From an optimization exercise on the open Yosys and OpenROAD flow, aimed at small area, a short achievable clock period and few clock cycles per item; shortcuts taken in it are not production practice. RTL that was checked went through simulation tests only; none was proved equivalent to the original.

==> flow/design.v (excerpt) <==
module pe_top
(
    input  logic                  clk_i,
    input  logic                  rst_i,
    input  logic [8+16-1:0] ev_i,
    input  logic                  ev_valid_i,
    output logic                  ev_ready_o,
    output logic [8+16-1:0] pro_o,
    output logic                  pro_valid_o,
    input  logic                  pro_ready_i,
    output logic [16-1:0] paddr_o,
    output logic                  pwrite_o,
    output logic [32-1:0] pwdata_o,
    output logic                  psel_o,
    output logic                  penable_o,
    input  logic [32-1:0] prdata_i,
    input  logic                  pready_i
);
For scale: roughly 1600 cells after synthesis, roughly 260 flip-flops, about 140 I/O pins, about 17000 um^2 of cells after synthesis.
==> flow/config.mk <==
export PLATFORM = sky130hd
export DESIGN_NAME = pe_top
export DESIGN_NICKNAME = pe_top
export VERILOG_FILES = /design/flow/design.v
export SDC_FILE = /design/flow/constraint.sdc
export NUM_CORES = 4
export LEC_CHECK = 0
export CAP_MARGIN = 20
export CORE_MARGIN = 2
export CORE_UTILIZATION = 60
export SLEW_MARGIN = 20
export SYNTH_HIERARCHICAL = 1
==> flow/constraint.sdc <==
create_clock -name core_clock -period 36.0 [get_ports {clk_i}]
set_input_delay 7.2000 -clock core_clock [delete_from_list [all_inputs] [get_ports {clk_i}]]
set_output_delay 7.2000 -clock core_clock [all_outputs]
set_load 0.01 [all_outputs]
standard.sh (not shown) runs the stock make flow with config.mk's settings and CLKGATE_MAP_FILE= SYNTH_SCRIPT=/design/flow/synth_recipe.tcl, a recipe that flattens the netlist after the stock synthesis.
==> flow/flow/run.sh <==
#!/bin/bash
set -euo pipefail
export SETUP_SLACK_MARGIN=27.7
bash standard.sh > std_flow.log 2>&1
The starting point passed the timing, DRC and antenna checks.
Rerun with:
--- a/flow/design.v
+++ b/flow/design.v
@@ -110,23 +110,23 @@
     logic [13:0] ps_w_inc;
     logic        col_last;
     logic        div_free;
     assign xfer_end     = pen_q && pready_i;
     assign bus_free     = !psel_q || xfer_end;
     assign inflight_col = psel_q && (kind_q == K_COL);
     assign slot_ok      = ({1'b0, cb_v_q[0]} + {1'b0, cb_v_q[1]} + {1'b0, inflight_col}) < 2'd2;
     assign col_can      = (ph_q == PH_POST) && col_pend_q && !div_need_q && slot_ok;
     assign vw_can       = (ph_q == PH_POST) && !vw_done_q && !ptr_wait_q && !div_need_q
                           && (vr_done_q || (xfer_end && (kind_q == K_VR)));
     assign ps_w_inc     = ps_q[15:2] + 14'd1;
-    assign col_last     = ({1'b0, ps_w_inc, 2'b00} >= {1'b0, pe_q});
+    assign col_last     = (pe_q[1:0] == 2'd0) ? (ps_w_inc == pe_q[15:2]) : (ps_q[15:2] == pe_q[15:2]);
     assign div_free     = !div_busy_q && !div_full_q;
     always_comb
     begin
         issue      = 1'b0;
         issue_kind = K_VR;
         issue_addr = {8'h00, eb_idx_q};
         case (ph_q)
             PH_IDLE:
             begin
                 issue = !eb_free_q;
                 if (above)
@@ -379,27 +379,28 @@
                 div_r_q   <= {12'd0, num[15:12]};
                 div_q_q   <= {num[11:0], 4'd0};
                 div_cnt_q <= 4'(4 / DS);
             end
             else
             begin
                 div_r_q   <= 16'd0;
                 div_q_q   <= num;
                 div_cnt_q <= '0;
             end
         end
-        else if (div_busy_q)
+        else
         begin
             div_r_q   <= st_r[DS];
-            div_q_q   <= st_q[DS];
             div_cnt_q <= div_cnt_q + 1'b1;
+            if (div_busy_q)
+                div_q_q <= st_q[DS];
         end
     end
     logic       h_v;
     logic [31:0] h_data;
     logic [1:0] h_pos;
     logic [1:0] h_eoff;
     logic       h_first;
     logic       load;
     logic       cap;
     logic [7:0] h_byte;
     assign h_v     = cb_v_q[cb_rd_q];
=>
- The new run went through all stages and came out clean
- area after synthesis went down by a few percent
- maximum frequency went up slightly
- critical path depth went down by 1
- global-route usage went up by 0.52 points
- clock skew went down by 0.035 ns
- wire length is about the same
- cell count went down slightly
Testbench counts after the change, summed over its fixed seeds: cycles 11,587, items 1,200.
Function not checked in the first run of this note: the RTL went through the layout flow alone.

---

pine:
Another version of the RTL of pe_top (not shown whole).
For scale: roughly 1700 cells after synthesis, roughly 140 I/O pins, roughly 0.017 mm^2 of cells after synthesis.
Settings: LEC_CHECK=0, CAP_MARGIN=20, CORE_MARGIN=2, CORE_UTILIZATION=60, SLEW_MARGIN=20; clock period 36.0 ns.
Scripts as last shown in full above: flow/flow/run.sh
Relative to pine, the following input files were edited for cedar:
-- flow/design.v --
<<< pine, line 63
    logic        ptr_eval_q;
    logic        div_need_q;
    logic [1:0]  vr_stage_q;
    logic [15:0] ps_q;
>>> cedar, line 63
    logic        ptr_eval_q;
    logic        div_need_q;
    logic        pvw_q;
    logic        pvw_issue;
    logic [1:0]  vr_stage_q;
    logic [15:0] ps_q;
<<< pine, line 112
    assign col_last     = (pe_q[1:0] == 2'd0) ? (ps_w_inc == pe_q[15:2]) : (ps_q[15:2] == pe_q[15:2]);
    assign div_free     = !div_busy_q && !div_full_q;
    always_comb
    begin
>>> cedar, line 114
    assign col_last     = (pe_q[1:0] == 2'd0) ? (ps_w_inc == pe_q[15:2]) : (ps_q[15:2] == pe_q[15:2]);
    assign div_free     = !div_busy_q && !div_full_q;
    assign pvw_issue = pvw_q && (vr_stage_q != 2'd0);
    always_comb
    begin
<<< pine, line 117
        issue_kind = K_VR;
        issue_addr = {8'h00, eb_idx_q};
        case (ph_q)
            PH_IDLE:
>>> cedar, line 120
        issue_kind = K_VR;
        issue_addr = {8'h00, eb_idx_q};
        if (pvw_issue)
        begin
            issue      = 1'b1;
            issue_kind = K_VW;
            issue_addr = {8'h00, pe_q[7:0]};
        end
        else if (pvw_q)
        begin
            if ((ph_q == PH_IDLE) && above)
            begin
                issue      = !eb_free_q;
                issue_kind = K_RP0;
                issue_addr = {8'h01, 1'b0, eb_idx_q[7:1]};
            end
        end
        else
        case (ph_q)
            PH_IDLE:
<<< pine, line 160
    logic do_issue;
    assign do_issue   = bus_free && issue;
    assign eb_release = do_issue && (issue_kind == K_VW);
    always_ff @(posedge clk_i)
    begin
>>> cedar, line 179
    logic do_issue;
    assign do_issue   = bus_free && issue;
    assign eb_release = do_issue && !pvw_issue
                        && ((issue_kind == K_VW) || ((ph_q == PH_IDLE) && !above));
    always_ff @(posedge clk_i)
    begin
<<< pine, line 173
            ptr_wait_q  <= 1'b0;
            ptr_eval_q  <= 1'b0;
            div_need_q  <= 1'b0;
            vr_stage_q  <= 2'd0;
>>> cedar, line 193
            ptr_wait_q  <= 1'b0;
            ptr_eval_q  <= 1'b0;
            pvw_q       <= 1'b0;
            div_need_q  <= 1'b0;
            vr_stage_q  <= 2'd0;
<<< pine, line 194
                pen_q  <= 1'b0;
            end
            if (do_issue)
            begin
                case (ph_q)
>>> cedar, line 215
                pen_q  <= 1'b0;
            end
            if (do_issue && pvw_issue)
                pvw_q <= 1'b0;
            if (do_issue && !pvw_issue)
            begin
                case (ph_q)
<<< pine, line 200
                    begin
                        vw_done_q  <= 1'b0;
                        vr_stage_q <= 2'd0;
                        ptr_wait_q <= above;
                        if (above)
                            ph_q <= eb_idx_q[0] ? PH_RP1 : PH_VR;
                        else
                            ph_q <= PH_POST;
                    end
                    PH_RP0:  ph_q <= eb_idx_q[0] ? PH_RP1 : PH_VR;
>>> cedar, line 223
                    begin
                        vw_done_q  <= 1'b0;
                        ptr_wait_q <= above;
                        if (above)
                            ph_q <= eb_idx_q[0] ? PH_RP1 : PH_VR;
                        else
                            pvw_q <= 1'b1;
                    end
                    PH_RP0:  ph_q <= eb_idx_q[0] ? PH_RP1 : PH_VR;
<<< pine, line 240
            else if (div_free)
                div_need_q <= 1'b0;
            if (xfer_end && (kind_q == K_VR))
                vr_stage_q <= 2'd1;
            else if (vr_stage_q == 2'd1)
>>> cedar, line 262
            else if (div_free)
                div_need_q <= 1'b0;
            if (do_issue && (issue_kind == K_VW))
                vr_stage_q <= 2'd0;
            else if (xfer_end && (kind_q == K_VR))
                vr_stage_q <= 2'd1;
            else if (vr_stage_q == 2'd1)
<<< pine, line 282
        end
        if (vr_stage_q == 2'd1)
            pwdata_q <= pwdata_q + eb_delta_q;
        if (accept)
        begin
>>> cedar, line 306
        end
        if (vr_stage_q == 2'd1)
            pwdata_q <= pwdata_q + (pvw_q ? ps_q : eb_delta_q);
        if (do_issue && !pvw_q && (ph_q == PH_IDLE) && !above)
        begin
            pe_q[7:0] <= eb_idx_q;
            ps_q      <= eb_delta_q;
        end
        if (accept)
        begin
### Flow results
cedar finished every stage and its layout cleared the timing, DRC and antenna checks. In cedar, register area share after synthesis is lower than in pine. cedar ended up with a higher footprint of the multi-input gates than pine did. Per the comparison of cedar with pine, share of cell area taken by multi-input logic gates about even, register fraction of the total cell area down 0.23 points, number of cells produced by synthesis went up 13, layout-stage area growth over the synthesis result +0.25 points. When the final numbers for pine and cedar were put side by side, the sequential cell count turned out to be smaller in pine. Compared to pine, the router laid down more metal wire for cedar. Against pine, cedar comes in 0.049 ns higher on final critical-path setup slack. Final cell count delta (pine -> cedar): insignificant.
Testbench counts of cedar, summed over its fixed seeds: cycles 11,728, items 1,200.
Function not checked in pine: the RTL went through the layout flow alone.

---

pe_top, a different RTL version from the one above (not shown whole).
Size in the first run: roughly 260 flip-flops, ~140 I/O pins, ~16000 µm² of cells after synthesis.
==> flow/config.mk <==
export PLATFORM = sky130hd
export DESIGN_NAME = pe_top
export DESIGN_NICKNAME = pe_top
export VERILOG_FILES = /design/flow/design.v
export SDC_FILE = /design/flow/constraint.sdc
export NUM_CORES = 4
export LEC_CHECK = 0
export CAP_MARGIN = 20
export CORE_MARGIN = 2
export CORE_UTILIZATION = 40
export SLEW_MARGIN = 20
==> flow/constraint.sdc <==
create_clock -name core_clock -period 36.0 [get_ports {clk_i}]
set_input_delay 7.2000 -clock core_clock [delete_from_list [all_inputs] [get_ports {clk_i}]]
set_output_delay 7.2000 -clock core_clock [all_outputs]
set_load 0.01 [all_outputs]
==> flow/flow/run.sh <==
#!/bin/bash
set -euo pipefail
export SETUP_SLACK_MARGIN=28
bash standard.sh > std_flow.log 2>&1
Testbench counts at the start, summed over its fixed seeds: cycles 11,587, items 1,200.
Rerun with:
--- a/flow/design.v
+++ b/flow/design.v
@@ -56,19 +56,19 @@
     assign accept     = ev_valid_i && eb_free_q;
     assign above      = (eb_delta_q > 16'd64);
     logic [2:0]  ph_q;
     logic        vw_done_q;
     logic        col_pend_q;
     logic        col_first_q;
     logic        ptr_wait_q;
     logic        ptr_eval_q;
     logic        div_need_q;
-    logic        vr_done_q;
+    logic [1:0]  vr_stage_q;
     logic [15:0] ps_q;
     logic [15:0] pe_q;
     logic        psel_q;
     logic        pen_q;
     logic [15:0] paddr_q;
     logic        pwrite_q;
     logic [15:0] pwdata_q;
     logic [2:0]  kind_q;
     logic        tf_first_q;
@@ -101,19 +101,19 @@
     logic [13:0] ps_w_inc;
     logic        col_last;
     logic        div_free;
     assign xfer_end     = pen_q && pready_i;
     assign bus_free     = !psel_q || xfer_end;
     assign inflight_col = psel_q && (kind_q == K_COL);
     assign slot_ok      = ({1'b0, cb_v_q[0]} + {1'b0, cb_v_q[1]} + {1'b0, inflight_col}) < 2'd2;
     assign col_can      = (ph_q == PH_POST) && col_pend_q && !div_need_q && slot_ok;
     assign vw_can       = (ph_q == PH_POST) && !vw_done_q && !ptr_wait_q && !div_need_q
-                          && (vr_done_q || (xfer_end && (kind_q == K_VR)));
+                          && (vr_stage_q != 2'd0);
     assign ps_w_inc     = ps_q[15:2] + 14'd1;
     assign col_last     = ({1'b0, ps_w_inc, 2'b00} >= {1'b0, pe_q});
     assign div_free     = !div_busy_q && !div_full_q;
     always_comb
     begin
         issue      = 1'b0;
         issue_kind = K_VR;
         issue_addr = {8'h00, eb_idx_q};
         case (ph_q)
@@ -167,19 +167,19 @@
             eb_free_q   <= 1'b1;
             ph_q        <= PH_IDLE;
             psel_q      <= 1'b0;
             pen_q       <= 1'b0;
             vw_done_q   <= 1'b0;
             col_pend_q  <= 1'b0;
             ptr_wait_q  <= 1'b0;
             ptr_eval_q  <= 1'b0;
             div_need_q  <= 1'b0;
-            vr_done_q   <= 1'b0;
+            vr_stage_q  <= 2'd0;
         end
         else
         begin
             if (accept)
                 eb_free_q <= 1'b0;
             else if (eb_release)
                 eb_free_q <= 1'b1;
             if (do_issue)
             begin
@@ -193,19 +193,19 @@
                 psel_q <= 1'b0;
                 pen_q  <= 1'b0;
             end
             if (do_issue)
             begin
                 case (ph_q)
                     PH_IDLE:
                     begin
                         vw_done_q  <= 1'b0;
-                        vr_done_q  <= 1'b0;
+                        vr_stage_q <= 2'd0;
                         ptr_wait_q <= above;
                         if (above)
                             ph_q <= eb_idx_q[0] ? PH_RP1 : PH_VR;
                         else
                             ph_q <= PH_POST;
                     end
                     PH_RP0:  ph_q <= eb_idx_q[0] ? PH_RP1 : PH_VR;
                     PH_RP1:  ph_q <= PH_VR;
                     PH_VR:   ph_q <= PH_POST;
@@ -234,19 +234,21 @@
             begin
                 ptr_wait_q <= 1'b0;
                 col_pend_q <= (pe_q != ps_q);
             end
             if (ptr_eval_q && (pe_q != ps_q) && !div_free)
                 div_need_q <= 1'b1;
             else if (div_free)
                 div_need_q <= 1'b0;
             if (xfer_end && (kind_q == K_VR))
-                vr_done_q <= 1'b1;
+                vr_stage_q <= 2'd1;
+            else if (vr_stage_q == 2'd1)
+                vr_stage_q <= 2'd2;
         end
     end
     always_ff @(posedge clk_i)
     begin
         if (do_issue)
         begin
             paddr_q  <= issue_addr;
             pwrite_q <= (issue_kind == K_VW);
             kind_q   <= issue_kind;
@@ -268,22 +270,24 @@
                     if (eb_idx_q[0])
                         ps_q <= prdata_i[31:16];
                     else
                     begin
                         ps_q <= prdata_i[15:0];
                         pe_q <= prdata_i[31:16];
                     end
                 end
                 K_RP1: pe_q <= prdata_i[15:0];
-                K_VR:  pwdata_q <= prdata_i[15:0] + eb_delta_q;
+                K_VR:  pwdata_q <= prdata_i[15:0];
                 default: ;
             endcase
         end
+        if (vr_stage_q == 2'd1)
+            pwdata_q <= pwdata_q + eb_delta_q;
         if (accept)
         begin
             eb_idx_q   <= ev_i[23:16];
             eb_delta_q <= ev_i[15:0];
         end
     end
     assign paddr_o   = paddr_q;
     assign pwrite_o  = pwrite_q;
     assign pwdata_o  = {16'h0000, pwdata_q};
@@ -294,21 +298,19 @@
     logic        share_take;
     logic [15:0] st_r [0:DS];
     logic [15:0] st_q [0:DS];
     logic [16:0] st_t [0:DS-1];
     logic [16:0] st_s [0:DS-1];
     logic [15:0] num;
     logic [15:0] deg;
     logic        skip8;
     logic        skip4;
-    logic [20:0] d31;
-    assign d31      = {eb_delta_q, 5'd0} - {5'd0, eb_delta_q};
-    assign damped   = {d31, 3'd0} - {3'd0, d31};
+    assign damped   = {8'd0, eb_delta_q} * 24'd217;
     assign num      = damped[23:8];
     assign deg      = pe_q - ps_q;
     assign skip8    = ({8'd0, num[15:8]} < deg);
     assign skip4    = ({12'd0, num[15:12]} < deg);
     assign div_load = (div_need_q || (ptr_eval_q && (pe_q != ps_q))) && div_free;
     always_comb
     begin
         st_r[0] = div_r_q;
         st_q[0] = div_q_q;
Effect: The changed run passed the timing, DRC and antenna checks. Die area increases by a few percent. Core utilization decreases by 1.2 points. Wire length increases by a little under a tenth. Via count increases by a few percent. Register-to-register slack degrades by 150 ps. Worst hold slack improves by 6.1 ps. Worst setup slack improves by 610 ps. Critical path depth decreases by 14.
Testbench counts after the change, summed over its fixed seeds: cycles 11,999, items 1,200.

---

pe_top, a different RTL version from the one above (not shown whole).
Size: roughly 1800 cells after synthesis, about 270 flip-flops, ~140 I/O pins, ~18000 um2 of cells after synthesis.
clock: 36.0 ns
lec_check: 0
cap_margin: 20
core_margin: 2
core_utilization: 40
slew_margin: 20
run.sh (not shown) runs the stock make flow with config.mk's settings and CLKGATE_MAP_FILE= SYNTH_SCRIPT=/design/flow/synth_recipe.tcl, a recipe that flattens the netlist after the stock synthesis.
Stock flow here: none of the scripts above is used.
Testbench counts at the start, summed over its fixed seeds: cycles 12,599, items 1,200.
Rerun with:
--- a/flow/design.v
+++ b/flow/design.v
@@ -28,19 +28,19 @@
     input  logic                  pro_ready_i,
     output logic [16-1:0] paddr_o,
     output logic                  pwrite_o,
     output logic [32-1:0] pwdata_o,
     output logic                  psel_o,
     output logic                  penable_o,
     input  logic [32-1:0] prdata_i,
     input  logic                  pready_i
 );
-    localparam int DS = 4;
+    localparam int DS = 2;
     localparam int DN = 16 / DS;
     localparam logic [2:0] K_RP0 = 3'd0;
     localparam logic [2:0] K_RP1 = 3'd1;
     localparam logic [2:0] K_VR  = 3'd2;
     localparam logic [2:0] K_VW  = 3'd3;
     localparam logic [2:0] K_COL = 3'd4;
     localparam logic [2:0] PH_IDLE = 3'd0;
     localparam logic [2:0] PH_RP0  = 3'd1;
     localparam logic [2:0] PH_RP1  = 3'd2;
@@ -228,21 +228,22 @@
                 endcase
             end
             ptr_eval_q <= 1'b0;
             if (xfer_end && ((kind_q == K_RP1) || ((kind_q == K_RP0) && !eb_idx_q[0])))
                 ptr_eval_q <= 1'b1;
             if (ptr_eval_q)
             begin
                 ptr_wait_q <= 1'b0;
                 col_pend_q <= (pe_q != ps_q);
-                div_need_q <= (pe_q != ps_q);
             end
-            if (div_need_q && div_free)
+            if (ptr_eval_q && (pe_q != ps_q) && !div_free)
+                div_need_q <= 1'b1;
+            else if (div_free)
                 div_need_q <= 1'b0;
             if (xfer_end && (kind_q == K_VR))
                 vr_stage_q <= 2'd1;
             else if (vr_stage_q == 2'd1)
                 vr_stage_q <= 2'd2;
         end
     end
     always_ff @(posedge clk_i)
     begin
@@ -293,20 +294,28 @@
     assign psel_o    = psel_q;
     assign penable_o = pen_q;
     logic [23:0] damped;
     logic        div_load;
     logic        share_take;
     logic [15:0] st_r [0:DS];
     logic [15:0] st_q [0:DS];
     logic [16:0] st_t [0:DS-1];
     logic [16:0] st_s [0:DS-1];
+    logic [15:0] num;
+    logic [15:0] deg;
+    logic        skip8;
+    logic        skip4;
     assign damped   = {8'd0, eb_delta_q} * 24'd217;
-    assign div_load = div_need_q && div_free;
+    assign num      = damped[23:8];
+    assign deg      = pe_q - ps_q;
+    assign skip8    = ({8'd0, num[15:8]} < deg);
+    assign skip4    = ({12'd0, num[15:12]} < deg);
+    assign div_load = (div_need_q || (ptr_eval_q && (pe_q != ps_q))) && div_free;
     always_comb
     begin
         st_r[0] = div_r_q;
         st_q[0] = div_q_q;
         for (int i = 0; i < DS; i++)
         begin
             st_t[i] = {st_r[i], st_q[i][15]};
             st_s[i] = st_t[i] - {1'b0, div_d_q};
             if (!st_s[i][16])
@@ -339,22 +348,37 @@
             end
             if (share_take)
                 div_full_q <= 1'b0;
         end
     end
     always_ff @(posedge clk_i)
     begin
         if (div_load)
         begin
-            div_d_q   <= pe_q - ps_q;
-            div_r_q   <= 16'd0;
-            div_q_q   <= damped[23:8];
-            div_cnt_q <= '0;
+            div_d_q   <= deg;
+            if (skip8)
+            begin
+                div_r_q   <= {8'd0, num[15:8]};
+                div_q_q   <= {num[7:0], 8'd0};
+                div_cnt_q <= 4'(8 / DS);
+            end
+            else if (skip4)
+            begin
+                div_r_q   <= {12'd0, num[15:12]};
+                div_q_q   <= {num[11:0], 4'd0};
+                div_cnt_q <= 4'(4 / DS);
+            end
+            else
+            begin
+                div_r_q   <= 16'd0;
+                div_q_q   <= num;
+                div_cnt_q <= '0;
+            end
         end
         else if (div_busy_q)
         begin
             div_r_q   <= st_r[DS];
             div_q_q   <= st_q[DS];
             div_cnt_q <= div_cnt_q + 1'b1;
         end
     end
     logic       h_v;
What happened:
- die area fell by 4.8%
- cell area fell by 5.0%
- area after synthesis fell by 4.9%
- cell count fell by 7.5%
- maximum frequency rose by 50%
- core utilization is about the same
- setup slack is better by 4400 ps
Testbench counts after the change, summed over its fixed seeds: cycles 11,999, items 1,200.

## static timing again, ports no longer ideal
No port has a modelled driver above. Below, the same layouts with a new extraction and two added sets of constraints. Step 1: set_driving_cell puts a clkbuf_16 on clk_i and a buf_2 on each other input, an assumption about the parent block. Step 2, shift: input delay + t, output delay - t, t = (earliest + latest rising clock arrival at the registers) / 2. This alone moves slack from input paths to output paths. Three values: ideal, step 1, step 2; two values: the first two.
run | t (ns) | setup WS [ns] | hold slack, ns | slew at the worst register clock pin (ns)
the first run of note 1 | 0.617 | 27.376 / 27.373 / 26.756 | 0.451 / 0.451 / 0.451 | 0.07 / 0.07
the second run of note 1 | 0.588 | 27.484 / 27.497 / 26.909 | 0.445 / 0.445 / 0.445 | 0.07 / 0.07
pine | 0.602 | 27.604 / 27.551 / 27.129 | 0.450 / 0.450 / 0.450 | 0.07 / 0.07
cedar | 0.595 | 27.653 / 27.602 / 27.157 | 0.441 / 0.441 / 0.441 | 0.06 / 0.06
the first run of note 3 | 0.601 | 26.991 / 26.990 / 26.389 | 0.436 / 0.436 / 0.436 | 0.06 / 0.06
the second run of note 3 | 0.617 | 27.604 / 27.551 / 27.437 | 0.443 / 0.443 / 0.443 | 0.07 / 0.07
the first run of note 4 | 0.633 | 22.746 / 22.746 / 22.746 | 0.435 / 0.435 / 0.435 | 0.07 / 0.07
the second run of note 4 | 0.613 | 27.152 / 27.103 / 26.602 | 0.445 / 0.445 / 0.445 | 0.06 / 0.06
After both steps setup and hold are still met in every run listed. The setup slack of the first run of note 1, which loses most, moves by -0.003 ns with the drivers and by -0.620 ns with both steps.
